Source: an optimization exercise on an open RTL-to-GDS flow (aim: small area). Production flows keep margins and buffers that such runs may drop.
Only simulation tests tie the RTL to the original design; equivalence was not proved.
No activity file was given, so power comes from the tool's default toggle rates. The clock port is modelled as an ideal driver; clocking choices that lean on that would not hold on a real chip.

## run.sh

```bash
#!/bin/bash
# synth_recipe.tcl (not shown) runs the flow's synth.tcl, then flattens the netlist and writes it again
# the make line also repeats each setting of config.mk as NAME=value (left out here)
make -C /OpenROAD-flow-scripts/flow DESIGN_CONFIG=/design/flow/config.mk WORK_HOME=/design/flow/orfs CLKGATE_MAP_FILE= SYNTH_SCRIPT=/design/flow/synth_recipe.tcl finish
```

## config.mk

```make
export PLATFORM = sky130hd
export DESIGN_NAME = wrr_pkt_arbiter
export DESIGN_NICKNAME = wrr_pkt_arbiter
export VERILOG_FILES = /design/flow/design.v
export SDC_FILE = /design/flow/constraint.sdc
export NUM_CORES = 4
export LEC_CHECK = 0
export CAP_MARGIN = 20
export CORE_MARGIN = 2
export CORE_UTILIZATION = 45
export SLEW_MARGIN = 20
```

## constraint.sdc

```tcl
create_clock -name core_clock -period 5.0 [get_ports {clk}]
set_input_delay 1.0000 -clock core_clock [delete_from_list [all_inputs] [get_ports {clk}]]
set_output_delay 1.0000 -clock core_clock [all_outputs]
set_load 0.01 [all_outputs]
```

## design.v

```verilog
module small_fifo #(
  parameter int WIDTH               = 72,
  parameter int MAX_DEPTH_BITS      = 5,
  parameter int PROG_FULL_THRESHOLD = 31
) (
  input  logic             clk,
  input  logic             reset,
  input  logic [WIDTH-1:0] din,
  input  logic             wr_en,
  input  logic             rd_en,
  output logic [WIDTH-1:0] dout,
  output logic             nearly_full,
  output logic             empty
);
  localparam int MAX_DEPTH = 1 << MAX_DEPTH_BITS;
  localparam logic [MAX_DEPTH_BITS:0]   DEPTH_MAX = (MAX_DEPTH_BITS + 1)'(MAX_DEPTH);
  localparam logic [MAX_DEPTH_BITS:0]   DEPTH_NF  = (MAX_DEPTH_BITS + 1)'(PROG_FULL_THRESHOLD);
  localparam logic [MAX_DEPTH_BITS:0]   CNT_ONE   = 1;
  localparam logic [MAX_DEPTH_BITS-1:0] PTR_ONE   = 1;
  logic [WIDTH-1:0]          mem [MAX_DEPTH];
  logic [MAX_DEPTH_BITS-1:0] wr_ptr;
  logic [MAX_DEPTH_BITS-1:0] rd_ptr;
  logic [MAX_DEPTH_BITS:0]   depth;
  logic                      full;
  logic                      do_wr;
  logic                      do_rd;
  assign full        = (depth == DEPTH_MAX);
  assign empty       = (depth == '0);
  assign nearly_full = (depth >= DEPTH_NF);
  assign do_rd       = rd_en && !empty;
  assign do_wr       = wr_en && !full;
  assign dout = mem[rd_ptr];
  always_ff @(posedge clk) begin
    if (do_wr) mem[wr_ptr] <= din;
  end
  always_ff @(posedge clk) begin
    if (reset) begin
      wr_ptr <= '0;
      rd_ptr <= '0;
      depth  <= '0;
    end else begin
      if (do_wr) wr_ptr <= wr_ptr + PTR_ONE;
      if (do_rd) rd_ptr <= rd_ptr + PTR_ONE;
      case ({do_wr, do_rd})
        2'b10:   depth <= depth + CNT_ONE;
        2'b01:   depth <= depth - CNT_ONE;
        default: depth <= depth;
      endcase
    end
  end
endmodule
module wrr_pkt_arbiter #(
  parameter int DATA_WIDTH = 64,
  parameter int CTRL_WIDTH = 8,
  parameter int WEIGHT0    = 3,
  parameter int WEIGHT1    = 2
) (
  input  logic                  clk,
  input  logic                  reset,
  input  logic [DATA_WIDTH-1:0] in0_data,
  input  logic [CTRL_WIDTH-1:0] in0_ctrl,
  input  logic                  in0_wr,
  output logic                  in0_rdy,
  input  logic [DATA_WIDTH-1:0] in1_data,
  input  logic [CTRL_WIDTH-1:0] in1_ctrl,
  input  logic                  in1_wr,
  output logic                  in1_rdy,
  output logic [DATA_WIDTH-1:0] out_data,
  output logic [CTRL_WIDTH-1:0] out_ctrl,
  output logic                  out_wr,
  input  logic                  out_rdy
  ,
  output logic [31:0]           pkt_cnt0,
  output logic [31:0]           pkt_cnt1
);
  localparam int FW = DATA_WIDTH + CTRL_WIDTH;
  localparam logic [7:0] WEIGHT0_L = 8'(WEIGHT0);
  localparam logic [7:0] WEIGHT1_L = 8'(WEIGHT1);
  typedef enum logic [1:0] {IDLE, HDR, BODY} state_t;
  state_t        state;
  logic          gnt;
  logic [7:0]    cnt;
  logic          sel;
  logic [1:0]    empty;
  logic [1:0]    nearly_full;
  logic [1:0]    rd_en;
  logic [FW-1:0] fifo_dout [2];
  logic          ctrl_nz;
  logic          eop;
  logic [7:0]    weight;
  logic [8:0]    cnt_next;
  logic          credit_done;
  small_fifo #(.WIDTH(FW), .MAX_DEPTH_BITS(5), .PROG_FULL_THRESHOLD(31)) u_fifo0 (
    .clk         (clk),
    .reset       (reset),
    .din         ({in0_ctrl, in0_data}),
    .wr_en       (in0_wr),
    .rd_en       (rd_en[0]),
    .dout        (fifo_dout[0]),
    .nearly_full (nearly_full[0]),
    .empty       (empty[0])
  );
  small_fifo #(.WIDTH(FW), .MAX_DEPTH_BITS(5), .PROG_FULL_THRESHOLD(31)) u_fifo1 (
    .clk         (clk),
    .reset       (reset),
    .din         ({in1_ctrl, in1_data}),
    .wr_en       (in1_wr),
    .rd_en       (rd_en[1]),
    .dout        (fifo_dout[1]),
    .nearly_full (nearly_full[1]),
    .empty       (empty[1])
  );
  assign in0_rdy = !nearly_full[0];
  assign in1_rdy = !nearly_full[1];
  always_comb begin
    sel = gnt;
    if (state == IDLE && empty[gnt]) sel = !gnt;
  end
  assign out_wr               = !empty[sel] && out_rdy;
  assign {out_ctrl, out_data} = fifo_dout[sel];
  assign rd_en[0]             = out_wr && !sel;
  assign rd_en[1]             = out_wr && sel;
  assign ctrl_nz     = |out_ctrl;
  assign eop         = out_wr && (state == BODY) && ctrl_nz;
  assign weight      = gnt ? WEIGHT1_L : WEIGHT0_L;
  assign cnt_next    = {1'b0, cnt} + 9'd1;
  assign credit_done = (cnt_next >= {1'b0, weight});
  always_ff @(posedge clk) begin
    if (reset) begin
      state <= IDLE;
      gnt   <= 1'b0;
      cnt   <= '0;
    end else if (out_wr) begin
      unique case (state)
        IDLE: begin
          state <= ctrl_nz ? HDR : BODY;
          if (sel != gnt) begin
            gnt <= sel;
            cnt <= '0;
          end
        end
        HDR: begin
          if (!ctrl_nz) state <= BODY;
        end
        BODY: begin
          if (ctrl_nz) begin
            state <= IDLE;
            if (credit_done) begin
              gnt <= !gnt;
              cnt <= '0;
            end else begin
              cnt <= cnt_next[7:0];
            end
          end
        end
        default: state <= IDLE;
      endcase
    end
  end
  always_ff @(posedge clk) begin
    if (reset) begin
      pkt_cnt0 <= '0;
      pkt_cnt1 <= '0;
    end else if (eop) begin
      if (sel) pkt_cnt1 <= pkt_cnt1 + 32'd1;
      else     pkt_cnt0 <= pkt_cnt0 + 32'd1;
    end
  end
endmodule
```

==> flow_summary.yaml, run 1 <==
outcome:
  status: "no timing/DRC/antenna violations"
final_layout:
  synthToLayoutAreaGrowth_pct: 18.4
  final_cells: 14300
  drive_above_1_share_pct: 33.3
  fillCellCount: 29800
  final_util_pct: 53.6
  postLayoutCellArea_sq_um: 214000
  nets: 8804
  multiInputGateArea_sq_um: 39800
  regArea_sq_um: 141000
clock_tree:
  cts_tree: "built"
  clk_latency_ns: 1.02
  numCtsBuffers: 462
  htree_levels: 5
  cts_hold_buf: 0
  cts.clk_slew.worst_paths_ns: 0.06
  clkSinkCount: 4725
  cts_buffer_depth: 4
  cts-root-buf: "clkbuf_16"
power:
  p_switching_mw: 24.7
  powerDensity_nw_per_um2: 447
  vdd_drop_max_mv: 0.658
  p_comb_share_pct: 18.4
  p_clk_share_pct: 35.5
  leakage_nw: 65.3
  p_seq_share_pct: 46.1
  power.internal_mw: 71.2
  power.total_mw: 95.9
  swShare_pct: 25.8
synthesis:
  synth-xor-area-share_pct: 0.135
  ys_ff_latch: 4725
  seq_area_frac_synth_pct: 77.7
  synth_compound_area_share_pct: 1.11
  synthFlopType: "edfxtp_1"
  synth_top_area_cell: "edfxtp_1"
  synth.distinct_cells: 68
  synthAdderAreaFrac_pct: 0.124
  synth_edf_count: 4608
  yosys_warnings: 3
  synth_top_cells_by_area: "edfxtp_1, mux4_2, dfxtp_1"
  syn_area_per_cell_sq_um: 23.7
  ys_async_sr_fraction_pct: 0
  synth_simple_gate_area_share_pct: 1.52
  netlist_area_sq_um: 181000
  synth_top_area_share_pct: 76.4
  syn_inst: 7654
  muxShareOfSynthArea_pct: 18.4
  synth_top_family_by_area: "multiplexers"
  synth_fp_nets: 7821
placement:
  dp_hpwl_um: 269000
  gp_congestion: 0.807
  io_buffers: 287
  dp.cells: 13300
  place_area_sq_um: 195000
floorplan:
  die_width_um: 638
  rows: 232
  die_y_um: 638
  start_util_pct: 45.3
  core_region_area_sq_um: 400000
  dieArea_sq_um: 407000
  pin_count: 288
sta:
  fmax_mhz: 203
  max_slew_margin_pct: 25.4
  period_needed_ns: 4.94
  tns_ns: 0
  maxSlewViolCount: 0
  clock_skew_ns: 0.0603
  hold_violations: 0
  period_share_pct: 98.7
  setup_viol_count_final: 0
  tightest_slew_ns: 1.12
drt:
  first_pass_iters: 7
  vias: 87600
  drcViolationCount: 0
  avgRoutedWirePerCell_um: 34.5
  drtIter0Drc: 10700
  routed_wl_um: 494000
  antenna_left: 0
  viasPerCell: 6.12
setup_path:
  worstSetupEndpointType: "output port"
  cp_data_arrival_time_ns: 3.94
  critPathKind: "flip-flop to output port"
  cp_max_fo: 8
  startpoint_type: "flip-flop"
  required_ns: 4.00
min_path:
  hold_class: "flip-flop to flip-flop"
grt:
  antenna_found_initial: 72
  grt.total_usage_pct: 24.0
  grt-ovfl-total: 0
  first_global_vias: 88600
  grt_max_degree: 96
  grt_pass1_wl_um: 690000
job:
  cap_violations: 0
[per-stage QoR]
stage	hold slack (ns)	worst slack [ns]
4_1_cts	0.476	-0.113
5_1_grt	0.481	-0.000185
2_1_floorplan	0.452	-0.191
3_3_place_gp	0.463	-0.182
6_report	0.481	0.0642
3_5_place_dp	0.467	-0.191
[cell type report]
type / count / share of cell area [%]
Tap cell: 5265 / 3.07
Antenna cell: 24 / 0.0280
Inverter: 23 / 0.0467
Clock buffer: 567 / 5.63
Multi-Input combinational cell: 2498 / 18.6
Sequential cell: 4725 / 65.7
Timing Repair Buffer: 927 / 5.76
Clock inverter: 283 / 1.22
[sequential cells by signal (all words and copies together), names as in the netlist, 6 cells and up, named ones only]
| register | count |
|---|---|
| pkt_cnt0 | 32 |
| cnt | 8 |
| u_fifo1.depth | 6 |
| u_fifo0.depth | 6 |
| u_fifo0.mem | 2304 |
| pkt_cnt1 | 32 |
| u_fifo1.mem | 2304 |
[Yosys cell counts, types with 4 or more instances]
library cell / count
nor2b_1: 21
buf_2: 83
nand3_1: 38
o311a_1: 9
a21oi_1: 49
nor3b_1: 7
or4_1: 26
or2_2: 11
o41ai_1: 5
o211ai_1: 12
o22ai_1: 35
and2_1: 4
xnor2_1: 10
nor3_1: 8
a22oi_1: 11
nor4_1: 19
mux2i_1: 117
o31a_1: 5
nand2_1: 181
o31ai_4: 4
o21ai_0: 107
dfxtp_1: 117
or3b_2: 6
ha_1: 18
inv_1: 22
and3_1: 18
buf_4: 11
buf_1: 61
o21a_1: 8
nand3b_1: 12
mux2_2: 76
or3_1: 21
nand4_1: 25
edfxtp_1: 4608
clkbuf_1: 252
xor2_1: 18
nor2_1: 154
a211oi_1: 4
nand2b_1: 7
mux4_2: 1387
o31ai_1: 22
a31oi_1: 5
[kinds of logic after synthesis]
logic type / count (synthesis)
compound gates: 300
xor+xnor: 28
flops: 4725
buf+inv: 431
fa+ha+maj: 18
simple gates: 569
mux: 1583
[path summary, 6_finish.rpt]
path,startpoint,endpoint,slack [ns],cells past startpoint
setup / recovery,flip-flop,out_data[51],0.06,10
hold / removal,cnt[4],cnt[4],0.48,1
setup reg to reg,flip-flop,pkt_cnt0[5],0.66,18
hold reg to reg,cnt[4],cnt[4],0.48,1
[power groups by stage]
| stage | Clock (mW) | Combinational (mW) | Sequential (mW) |
|---|---|---|---|
| 2_1_floorplan | 0 | 8.15 | 45.0 |
| 3_3_place_gp | 0 | 15.7 | 45.0 |
| 3_5_place_dp | 0 | 15.7 | 45.1 |
| 4_1_cts | 34.5 | 17.8 | 44.2 |
| 5_1_grt | 36.0 | 18.4 | 44.2 |
| 6_report | 34.0 | 17.7 | 44.2 |
[worst max-delay path, cell delays in order (launching register included)]
cell           delay, ns
dfxtp_4             0.39
buf_4               0.14
buf_16              0.18
buf_4               0.18
buf_4               0.17
mux4_2              0.51
mux4_2              0.45
mux2_4              0.32
nand2_2             0.12
o21ai_4             0.14
dlygate4sd2_1       0.33
[cell usage in the layout, fill, tap and decap left out, drive strengths merged, types with 35 or more instances in the layout]
| master | instances |
|---|---|
| inv | 35 |
| clkinv | 218 |
| buf | 655 |
| nor2 | 154 |
| dfxtp | 117 |
| mux2 | 79 |
| bufinv | 41 |
| a21oi | 49 |
| o22ai | 35 |
| nand2 | 182 |
| o21ai | 107 |
| mux4 | 1387 |
| edfxtp | 4608 |
| nand3 | 38 |
| clkbuf | 575 |
| mux2i | 117 |
| clkdlybuf4s50 | 192 |
[layer usage]
layer,global-route usage (%),part of all wire (%),routed length [um]
met3,3.94,7.2,35400
met1,32.5,39,194000
met4,7.28,3.3,16200
met5,0,0.056,276
met2,40.3,50,248000
[repair_timing]
item | 4_1_cts | 5_1_grt
pin swaps | 7 | 4
setup endpoints to repair | 72 | 39
resized for setup | 504 | 61
setup buffers | 124 | 9
cloned | 54 | 2
hold endpoints to repair | 0 | 0
==> inputs of run 2 (changes only) <==
==> flow/run.sh (new file) <==
#!/bin/bash
# Standard ORFS layout (the standard.sh, unchanged synthesis) with two changes:
# - CTS clusters more flip-flops per leaf buffer and inserts no dummy loads;
# - ports are buffered with buf_2 instead of the default delay buffer.
set -uo pipefail
export CTS_ARGS="-sink_clustering_enable -repair_clock_nets -dont_use_dummy_load -sink_clustering_size 30 -sink_clustering_max_diameter 100 -buf_list {sky130_fd_sc_hd__clkbuf_8 sky130_fd_sc_hd__clkbuf_16}"
export BUFFER_PORTS_ARGS="-buffer_cell sky130_fd_sc_hd__buf_2"
bash standard.sh > standard.log 2>&1
==> standard.sh (new file) <==
#!/bin/bash
# synth_recipe.tcl (not shown) runs the flow's synth.tcl, then flattens the netlist and writes it again
# the make line also repeats each setting of config.mk as NAME=value (left out here)
make -C /OpenROAD-flow-scripts/flow DESIGN_CONFIG=/design/flow/config.mk WORK_HOME=/design/flow/orfs CLKGATE_MAP_FILE= SYNTH_SCRIPT=/design/flow/synth_recipe.tcl "${@:-finish}"
removed: run.sh
==> run 2 against run 1 <==
Still clean; clock skew down 0.0013 ns; first-iteration DRC count is 2.8% lower; clock power down 48%; hold slack improved by 0.0071 ns; non-clock buffer count down 155; sequential power hardly changed; power shrank 19%; critical endpoint is now out_data[15]; highest routed layer unchanged.
==> flow_summary.yaml, run 2 <==
outcome:
  status: "no timing/DRC/antenna violations"
setup_path:
  worstSetupEndpointType: "output port"
  critPathKind: "flip-flop to output port"
  path_cells: "or4_1 > o41ai_2 > o31ai_4 > buf_12 > buf_12 > buf_8 > o21ai_0 > buf_2"
  regToRegSetupSlack_ns: 0.73
  slowest_stage: "or4_1"
  r2r-end: "pkt_cnt1[8]"
  required_ns: 4.00
  slowest_delay_ns: 0.64
  cp_data_arrival_time_ns: 3.93
  cp_max_fo: 34
  cpMostUsedCell: "buf_12"
  startpoint_type: "flip-flop"
  reg2regPathDepth: 17
sta:
  maxSlewViolCount: 0
  period_share_pct: 98.6
  hold_violations: 0
  tightest_slew_ns: 1.05
  rsz0062_at_grt: "yes"
  clock_skew_ns: 0.0590
  setup_viol_count_final: 0
  fmax_mhz: 203
  period_needed_ns: 4.93
  finalWorstSetupSlack_ns: 0.0715
  max_slew_margin_pct: 29.8
synthesis:
  synth_fp_nets: 7821
  yosys_warnings: 3
  synthFlopType: "edfxtp_1"
  syn_inst: 7654
  syn_area_per_cell_sq_um: 23.7
  synth_edf_count: 4608
  synth_most_common_cell: "edfxtp_1"
  seq_area_frac_synth_pct: 77.7
  ys_async_sr_fraction_pct: 0
  synth.distinct_cells: 68
  netlist_area_sq_um: 181000
  ys_ff_latch: 4725
  synth_top_cells_by_area: "edfxtp_1, mux4_2, dfxtp_1"
  synth_top_area_cell: "edfxtp_1"
  synth_top_area_share_pct: 76.4
  synthTopCellsByCount: "edfxtp_1, mux4_2, clkbuf_1"
floorplan:
  core_region_area_sq_um: 400000
  start_util_pct: 45.3
  dieArea_sq_um: 407000
  pin_count: 288
  die_y_um: 638
  rows: 232
  die_width_um: 638
clock_tree:
  clk_latency_ns: 0.91
  cts.clk_slew.worst_paths_ns: 0.11
  htree_levels: 4
  cts_buffer_depth: 4
  cts_hold_buf: 0
  cts_tree: "built"
  cts-root-buf: "clkbuf_16"
  numCtsBuffers: 180
  clkSinkCount: 4725
final_layout:
  synthToLayoutAreaGrowth_pct: 10.0
  regArea_sq_um: 141000
  drive_above_1_share_pct: 31.0
  multiInputGateArea_sq_um: 39100
  final_common_cell: "edfxtp_1"
  fillCellCount: 31300
  nets: 8367
  final_cell_mix: "edfxtp_1, mux4_2, buf_2"
  top_regs: "u_fifo0.mem x2304, u_fifo1.mem x2304"
drt:
  antenna_left: 0
  drtIter0Drc: 10400
  vias: 83700
  routed_wl_um: 478000
  viasPerCell: 6.20
  avgRoutedWirePerCell_um: 35.4
  drcViolationCount: 0
  first_pass_iters: 8
placement:
  io_buffers: 287
  gp_congestion: 0.815
  place_ws_ns: 0.297
  dp_hpwl_um: 261000
job:
  cap_violations: 0
grt:
  use_met3_pct: 3.25
  grt.total_usage_pct: 23.1
  antenna_found_initial: 94
  grt-ovfl-total: 0
  use_met1_pct: 31.2
  grt_pass1_wl_um: 663000
  first_global_vias: 84200
  busiest_layer: "met2"
  grt_max_degree: 89
  use_met2_pct: 39.7
min_path:
  hold_class: "flip-flop to flip-flop"
  whs_endpoint: "cnt[1]"
  hold_start: "cnt[1]"
  hold_path_depth: 2
power:
  power.total_mw: 77.4
  vdd_drop_max_mv: 0.495
  leakage_nw: 58.8
  powerDensity_nw_per_um2: 389
run 2: cell counts after synthesis:
Identical to the previous run, type by type.
run 2: routing by layer:
metal	routed length [um]	share of wire (%)
met1	189000	40
met5	275	0.058
met4	13800	2.9
met2	244000	51
met3	31000	6.5
run 2: how the worst max path moves through the flow:
stage	from	to	cells after the start
after floorplan	in0_wr	u_fifo0.mem[31][0]	4
final	u_fifo1.depth[1]	out_data[15]	8
after global placement	flip-flop	out_data[23]	9
after detailed placement	flip-flop	out_data[27]	8
after CTS	flip-flop	out_data[23]	12
after global routing	flip-flop	out_data[23]	11
run 2: what timing repair did:
item                                    in CTS  in global routing
pin swaps                                    1                  0
hold endpoints to repair                     0                  0
gates resized for setup                     99                 17
gates cloned                                19                  3
endpoints found under the setup margin      67                 31
setup buffers                               29                 32
run 2: power breakdown:
| part | internal, mW | switching, mW | total, mW |
|---|---|---|---|
| Sequential | 43.9 | 0.210 | 44.1 |
| Combinational | 6.48 | 9.03 | 15.5 |
| Clock | 6.53 | 11.2 | 17.8 |
| Total | 56.9 | 20.5 | 77.4 |
run 2: critical path: cells and delay by family, from the launching register on:
family | cells | cell delay (ns)
AOI/OAI and AO/OA | 3 | 1.15
and+or+nand+nor | 1 | 0.64
DFF | 1 | 0.40
buffers and inverters | 4 | 0.77
run 2: cell families (layout without fill, tap and decap cells):
logic type               Yosys count  in the layout  share of synthesized area (%)
flip-flops                      4725           4725                           77.7
multiplexers                    1583           1583                           18.4
AND/OR/NAND/NOR                  569            569                           1.52
buffers and inverters            431            975                          0.978
AO/OA/AOI/OAI                    300            300                           1.11
XOR/XNOR                          28             28                          0.135
adder cells (fa/ha/maj)           18             18                          0.124
other                              0             29                              0
run 2: layout make-up:
type | instances | share of cell area, %
repair buffers | 772 | 4.03
clock buffers | 180 | 2.26
flip-flops and latches | 4725 | 70.7
multi-input cells | 2498 | 19.7
inverters | 23 | 0.0471
well taps | 5265 | 3.31
diodes | 29 | 0.0364
run 2: metrics by stage:
stage	hold slack, ns	TNS [ns]	instance area (sq um)	util [%]	instances
after detailed placement	0.471	0	193000	48.2	13200
after global routing	0.488	-0.0109	199000	49.8	13500
after global placement	0.462	0	193000	48.2	13200
after floorplan	0.452	-552.07	181000	-	7654
final	0.488	0	199000	49.8	13500
after CTS	0.446	-0.267	199000	49.7	13400

[what the ideal ports hide]
Ports are ideal in the flow. The routed layouts listed here were re-timed in OpenROAD.
Step 1, drivers: a clkbuf_16 drives clk and a buf_2 each remaining input, both assumed.
Step 2, shift: input delay + t, output delay - t, t = (earliest + latest rising clock arrival at the registers) / 2. This alone moves slack from input paths to output paths.
Three values: ideal ports, drivers, drivers and shift; two values: the first two.
run	t (ns)	setup slack, ns	worst setup path at the end	slew at the worst register clock pin (ns)	pins driven straight from the clock port
run 1	1.092	0.064 / -0.045 / 0.660	register to register	0.07 / 0.07	1
run 2	1.026	0.072 / -0.051 / 0.729	register to register	0.12 / 0.12	1
After both steps every run listed still meets setup and hold.
